From an optimization exercise on the open Yosys and OpenROAD flow, aimed at small area; shortcuts taken in it are not production practice. Only simulation tests tie the RTL to the original design; equivalence was not proved. Power figures rest on the tool's default switching activity, not on a simulated workload.

== v15 ==
==> flow/design.v <==
`timescale 1ns / 1ps
package gerd_pkg;
   localparam int NUM_BUTTONS = 32;
   localparam int CNT_WIDTH   = 9;
   localparam logic [7:0] RESET_HOLD_DELAY    = 8'd30;
   localparam logic [7:0] RESET_REPEAT_PERIOD = 8'd6;
   localparam logic [7:0] RESET_DEAD_ZONE     = 8'd20;
endpackage
`timescale 1ns / 1ps
module gerd_stick (
   input  logic        [7:0] raw,
   input  logic        [7:0] dead_zone,
   input  logic        [7:0] dead_zone_m1,    
   output logic signed [7:0] offset
);
   logic [7:0] m;
   logic [7:0] limit;
   logic       in_zone;
   function automatic logic less(input logic [7:0] a, input logic [7:0] b);
      less = 1'b0;
      for (int i = 0; i < 8; i++) less = (~a[i] & b[i]) | ((~a[i] | b[i]) & less);
   endfunction
   always_comb begin
      m      = {1'b0, raw[7] ? raw[6:0] : ~raw[6:0]};
      limit  = raw[7] ? dead_zone : dead_zone_m1;
      in_zone = less(m, limit) & (raw[7] | (dead_zone != 8'd0));
      offset = in_zone ? 8'sd0 : $signed({~raw[7], raw[6:0]});
   end
endmodule
`timescale 1ns / 1ps
module gerd_lane (
   input  logic [gerd_pkg::CNT_WIDTH-1:0] s,
   input  logic [gerd_pkg::CNT_WIDTH-1:0] wrap_at,      
   input  logic                           wrap_at_one,  
   output logic                           fire_held,    
   output logic                           wrap,         
   output logic [gerd_pkg::CNT_WIDTH-1:0] inc           
);
   localparam int W = gerd_pkg::CNT_WIDTH;
   logic         zero;
   logic         first;
   function automatic logic less(input logic [W-1:0] a, input logic [W-1:0] b);
      less = 1'b0;
      for (int i = 0; i < W; i++) less = (~a[i] & b[i]) | ((~a[i] | b[i]) & less);
   endfunction
   always_comb begin
      zero   = (s == '0);
      first  = (s[W-1:1] == '0);
      wrap   = ~less(s, wrap_at) | (zero & wrap_at_one);
      inc    = s + W'(1);
      inc[0] = inc[0] & ~zero;
      inc[1] = inc[1] | zero;
      fire_held = first | wrap;
   end
endmodule
`timescale 1ns / 1ps
module gamepad_edge_repeat_deadzone_unit (
   input  logic               clock,
   input  logic               reset,
   input  logic               req_valid,
   output logic               req_stall,
   input  logic        [31:0] req_buttons,
   input  logic        [7:0]  req_stick_x_raw,
   input  logic        [7:0]  req_stick_y_raw,
   output logic               rsp_valid,
   input  logic               rsp_stall,
   output logic        [31:0] rsp_pressed_mask,
   output logic        [31:0] rsp_released_mask,
   output logic        [31:0] rsp_held_mask,
   output logic        [31:0] rsp_repeat_mask,
   output logic signed [7:0]  rsp_stick_x_offset,
   output logic signed [7:0]  rsp_stick_y_offset,
   input  logic               csr_valid,
   output logic               csr_ready,
   input  logic        [1:0]  csr_index,
   input  logic        [7:0]  csr_data
);
   logic [8:0] delay_p1;       
   logic [7:0] period_m1;      
   logic [8:0] wrap_at;        
   logic       wrap_at_one;    
   logic [7:0] dz_ff;
   logic [8:0] delay_p1_in;
   logic [7:0] period_m1_in;
   logic [8:0] wrap_at_in;
   assign csr_ready = 1'b1;
   always_comb begin
      delay_p1_in  = delay_p1;
      period_m1_in = period_m1;
      if (csr_valid && csr_index == 2'd0) delay_p1_in = {1'b0, csr_data} + 9'd1;
      if (csr_valid && csr_index == 2'd1) period_m1_in = csr_data - {7'd0, csr_data != 8'd0};
      wrap_at_in = delay_p1_in + {1'b0, period_m1_in};
   end
   always_ff @(posedge clock) begin
      if (reset) begin
         delay_p1    <= {1'b0, gerd_pkg::RESET_HOLD_DELAY} + 9'd1;
         period_m1   <= gerd_pkg::RESET_REPEAT_PERIOD - 8'd1;
         wrap_at     <= {1'b0, gerd_pkg::RESET_HOLD_DELAY} + {1'b0, gerd_pkg::RESET_REPEAT_PERIOD};
         wrap_at_one <= 1'b0;
         dz_ff       <= gerd_pkg::RESET_DEAD_ZONE;
      end else begin
         delay_p1    <= delay_p1_in;
         period_m1   <= period_m1_in;
         wrap_at     <= wrap_at_in;
         wrap_at_one <= (wrap_at_in == 9'd1);
         if (csr_valid && csr_index == 2'd2) dz_ff <= csr_data;
      end
   end
   logic accept;
   assign req_stall = rsp_valid & rsp_stall;
   assign accept    = req_valid & ~req_stall;
   always_ff @(posedge clock) begin
      if (reset) begin
         rsp_valid <= 1'b0;
      end else if (accept) begin
         rsp_valid <= 1'b1;
      end else if (!rsp_stall) begin
         rsp_valid <= 1'b0;
      end
   end
   localparam int W = gerd_pkg::CNT_WIDTH;
   logic [31:0] fire;
   logic [31:0] level;      
   logic [31:0] prev_ff;    
   logic keep;
   assign keep = ~accept & ~reset;
   for (genvar lane = 0; lane < gerd_pkg::NUM_BUTTONS; lane++) begin : g_lane
      logic [W-1:0] s_ff;
      logic [W-1:0] inc;
      logic         fire_held;
      logic         wrap;
      logic         step;
      gerd_lane u_lane (
         .s           (s_ff),
         .wrap_at     (wrap_at),
         .wrap_at_one (wrap_at_one),
         .fire_held   (fire_held),
         .wrap        (wrap),
         .inc         (inc)
      );
      assign level[lane] = (s_ff != '0);
      assign fire[lane]  = req_buttons[lane] & fire_held;
      assign step        = accept & ~reset & req_buttons[lane];
      always_ff @(posedge clock) begin
         s_ff <= ({W{step & wrap}} & delay_p1) | ({W{step & ~wrap}} & inc) | ({W{keep}} & s_ff);
      end
   end
   logic signed [7:0] stick_x_in;
   logic signed [7:0] stick_y_in;
   logic        [7:0] dz_m1;
   assign dz_m1 = dz_ff - 8'd1;
   gerd_stick u_stick_x (
      .raw          (req_stick_x_raw),
      .dead_zone    (dz_ff),
      .dead_zone_m1 (dz_m1),
      .offset       (stick_x_in)
   );
   gerd_stick u_stick_y (
      .raw          (req_stick_y_raw),
      .dead_zone    (dz_ff),
      .dead_zone_m1 (dz_m1),
      .offset       (stick_y_in)
   );
   always_ff @(posedge clock) begin
      if (accept) begin
         prev_ff            <= level;
         rsp_repeat_mask    <= fire;
         rsp_stick_x_offset <= stick_x_in;
         rsp_stick_y_offset <= stick_y_in;
      end
   end
   assign rsp_held_mask     = level;
   assign rsp_pressed_mask  = level & ~prev_ff;
   assign rsp_released_mask = ~level & prev_ff;
endmodule
clock: 5.0 ns
lec_check: 0
cap_margin: 0
core_margin: 2
core_utilization: 50
cts_cluster_diameter: 120
cts_cluster_size: 25
gpl_timing_driven: 0
slew_margin: 0
standard.sh (not shown) runs the stock make flow with config.mk's settings and CLKGATE_MAP_FILE= SYNTH_SCRIPT=/design/flow/synth_recipe.tcl, a recipe that flattens the netlist after the stock synthesis.
==> flow/flow/run.sh <==
#!/bin/bash
# Own layout flow: the standard synthesis, then the same synthesis again with an
# area-oriented ABC mapping script and without the adder cell mapping (same registers and
# names, checked below), then the standard flow's
# standard layout steps with the port buffers made of buf_1 cells and a clock tree
# without dummy loads.
# Each tool's output goes to a log file of its own in the work folder.
set -euo pipefail
W=$(pwd)
R=$W/orfs/results/$FLOW_PLATFORM/gamepad_edge_repeat_deadzone_unit/base

bash standard.sh synth > $W/log_1_standard_synth.txt 2>&1
cp $R/1_2_yosys.v $W/std_1_2_yosys.v

# 2. the same synthesis with the area-oriented ABC script
sed "s|log_cmd abc {\*}\$abc_args|set abc_args [lreplace \$abc_args 1 1 $W/flow/abc_area.script]; log_cmd abc {*}\$abc_args|" \
    $FLOW_HOME/scripts/synth.tcl > $W/own_orfs_synth.tcl
grep -q "abc_area.script" $W/own_orfs_synth.tcl
sed "s|source \$::env(SCRIPTS_DIR)/synth.tcl|source $W/own_orfs_synth.tcl|" $W/synth_recipe.tcl > $W/own_synth.tcl
grep -q "own_orfs_synth.tcl" $W/own_synth.tcl
rm -f $R/1_2_yosys.v $R/1_2_yosys.sdc $R/1_synth.odb $R/1_synth.sdc
bash standard.sh SYNTH_SCRIPT=$W/own_synth.tcl ADDER_MAP_FILE= synth > $W/log_2_own_synth.txt 2>&1
cp $R/1_2_yosys.v $W/own_1_2_yosys.v

# the registers must be the standard synthesis's, by name and cell type
regs() { grep -oE "sky130_fd_sc_hd__(dfxtp|edfxtp|dfrtp|dfstp|dfbbp|dfrbp|sdfxtp|dlxtp)_[0-9]+ +[^ ]+" "$1" | sed -E 's/_[0-9]+ +/ /' | sort; }
if ! diff <(regs $W/std_1_2_yosys.v) <(regs $W/own_1_2_yosys.v) > $W/log_3_register_diff.txt; then
   echo "registers differ from the standard synthesis; using it" >> $W/log_3_register_diff.txt
   rm -f $R/1_2_yosys.v $R/1_2_yosys.sdc $R/1_synth.odb $R/1_synth.sdc
   bash standard.sh synth > $W/log_2b_standard_synth_again.txt 2>&1
fi

# 3. the standard layout steps
bash standard.sh "BUFFER_PORTS_ARGS=-buffer_cell sky130_fd_sc_hd__buf_1" \
   "CTS_ARGS=-sink_clustering_enable -repair_clock_nets -sink_clustering_size 25 -sink_clustering_max_diameter 120 -dont_use_dummy_load" \
   finish > $W/log_4_layout.txt 2>&1
==> flow/flow/abc_area.script <==
strash
dc2
&get -n
&st
&dch -f
&nf -R 1000 -p
&put
topo
stime -c
Relative to v15, the following input files were edited for v54:
--- a/flow/flow/run.sh
+++ b/flow/flow/run.sh
@@ -3,6 +3,5 @@
 # area-oriented ABC mapping script and without the adder cell mapping (same registers and
 # names, checked below), then the standard flow's
-# standard layout steps with the port buffers made of buf_1 cells and a clock tree
-# without dummy loads.
+# standard layout steps with the port buffers made of buf_1 cells.
 # Each tool's output goes to a log file of its own in the work folder.
 set -euo pipefail
@@ -32,5 +31,3 @@
 
 # 3. the standard layout steps
-bash standard.sh "BUFFER_PORTS_ARGS=-buffer_cell sky130_fd_sc_hd__buf_1" \
-   "CTS_ARGS=-sink_clustering_enable -repair_clock_nets -sink_clustering_size 25 -sink_clustering_max_diameter 120 -dont_use_dummy_load" \
-   finish > $W/log_4_layout.txt 2>&1
+bash standard.sh "BUFFER_PORTS_ARGS=-buffer_cell sky130_fd_sc_hd__buf_1" finish > $W/log_4_layout.txt 2>&1
--- a/flow/config.mk
+++ b/flow/config.mk
@@ -8,5 +8,5 @@
 export CAP_MARGIN = 0
 export CORE_MARGIN = 2
-export CORE_UTILIZATION = 50
+export CORE_UTILIZATION = 60
 export CTS_CLUSTER_DIAMETER = 120
 export CTS_CLUSTER_SIZE = 25
Findings:
- v54 went all the way through the flow, and no timing, DRC or antenna check failed.
- Between v54 and v15, it is v54 whose core utilization is higher, by 11 points.
- Per the comparison of v54 with v15, flip-flop and latch share of the layout cell area essentially unchanged, via count went up.
#### Input delta (v18 over v54)
--- a/flow/flow/run.sh
+++ b/flow/flow/run.sh
@@ -3,5 +3,6 @@
 # area-oriented ABC mapping script and without the adder cell mapping (same registers and
 # names, checked below), then the standard flow's
-# standard layout steps with the port buffers made of buf_1 cells.
+# standard layout steps with the port buffers made of buf_1 cells and a clock tree
+# without dummy loads.
 # Each tool's output goes to a log file of its own in the work folder.
 set -euo pipefail
@@ -31,3 +32,5 @@
 
 # 3. the standard layout steps
-bash standard.sh "BUFFER_PORTS_ARGS=-buffer_cell sky130_fd_sc_hd__buf_1" finish > $W/log_4_layout.txt 2>&1
+bash standard.sh "BUFFER_PORTS_ARGS=-buffer_cell sky130_fd_sc_hd__buf_1" \
+   "CTS_ARGS=-sink_clustering_enable -repair_clock_nets -sink_clustering_size 25 -sink_clustering_max_diameter 120 -dont_use_dummy_load" \
+   finish > $W/log_4_layout.txt 2>&1
==> flow/flow/abc_area.script <==
strash
dc2
dc2
dc2
dc2
dc2
&get -n
&st
&dch -f
&nf -R 1000 -p -F 8 -A 4
&put
topo
stime -c
--- a/flow/config.mk
+++ b/flow/config.mk
@@ -8,5 +8,5 @@
 export CAP_MARGIN = 0
 export CORE_MARGIN = 2
-export CORE_UTILIZATION = 60
+export CORE_UTILIZATION = 55
 export CTS_CLUSTER_DIAMETER = 120
 export CTS_CLUSTER_SIZE = 25
Results
v54 finished all stages; the layout is clean. v18: all stages complete, timing, DRC and antenna checks passed. Startpoint of the most critical setup path: wrap_at[2] -> v54, wrap_at[3] -> v18. Summary: with v54 as the reference, power in v18 moved down slightly. v18 vs. v54: part of the power in the clock network decreased by 1.2 points relative to the old numbers; sequential cell count closely matched the old numbers. Non-clock buffer count in v18 vs v54: up 2. Summary of v18 over v54: row count went up; fmax decreased by 0.55% relative to the old numbers.

## separate check: timing with driven ports
No port has a modelled driver above. Below, the same layouts with a new extraction and two added sets of constraints. Step 1 assumes that a clkbuf_16 drives the clock port and a buf_2 every other input. Step 2 also shifts input and output timing later by t, the mid clock arrival at the registers, as if the neighbouring blocks saw the same clock. Three values: no drivers, after step 1, after step 2; two values: the first two.
| run | t (ns) | setup slack, ns | worst setup path at the end |
|---|---|---|---|
| v15 | 0.590 | 0.269 / 0.269 / -0.054 | input to register |
| v54 | 0.595 | 0.242 / 0.242 / -0.125 | input to register |
| v18 | 0.592 | 0.216 / 0.216 / -0.103 | input to register |
With both steps, setup timing fails in every run listed, where it was met with ideal ports. The setup slack of v54, which loses most, moves by 0.000 ns with the drivers and by -0.367 ns with both steps.
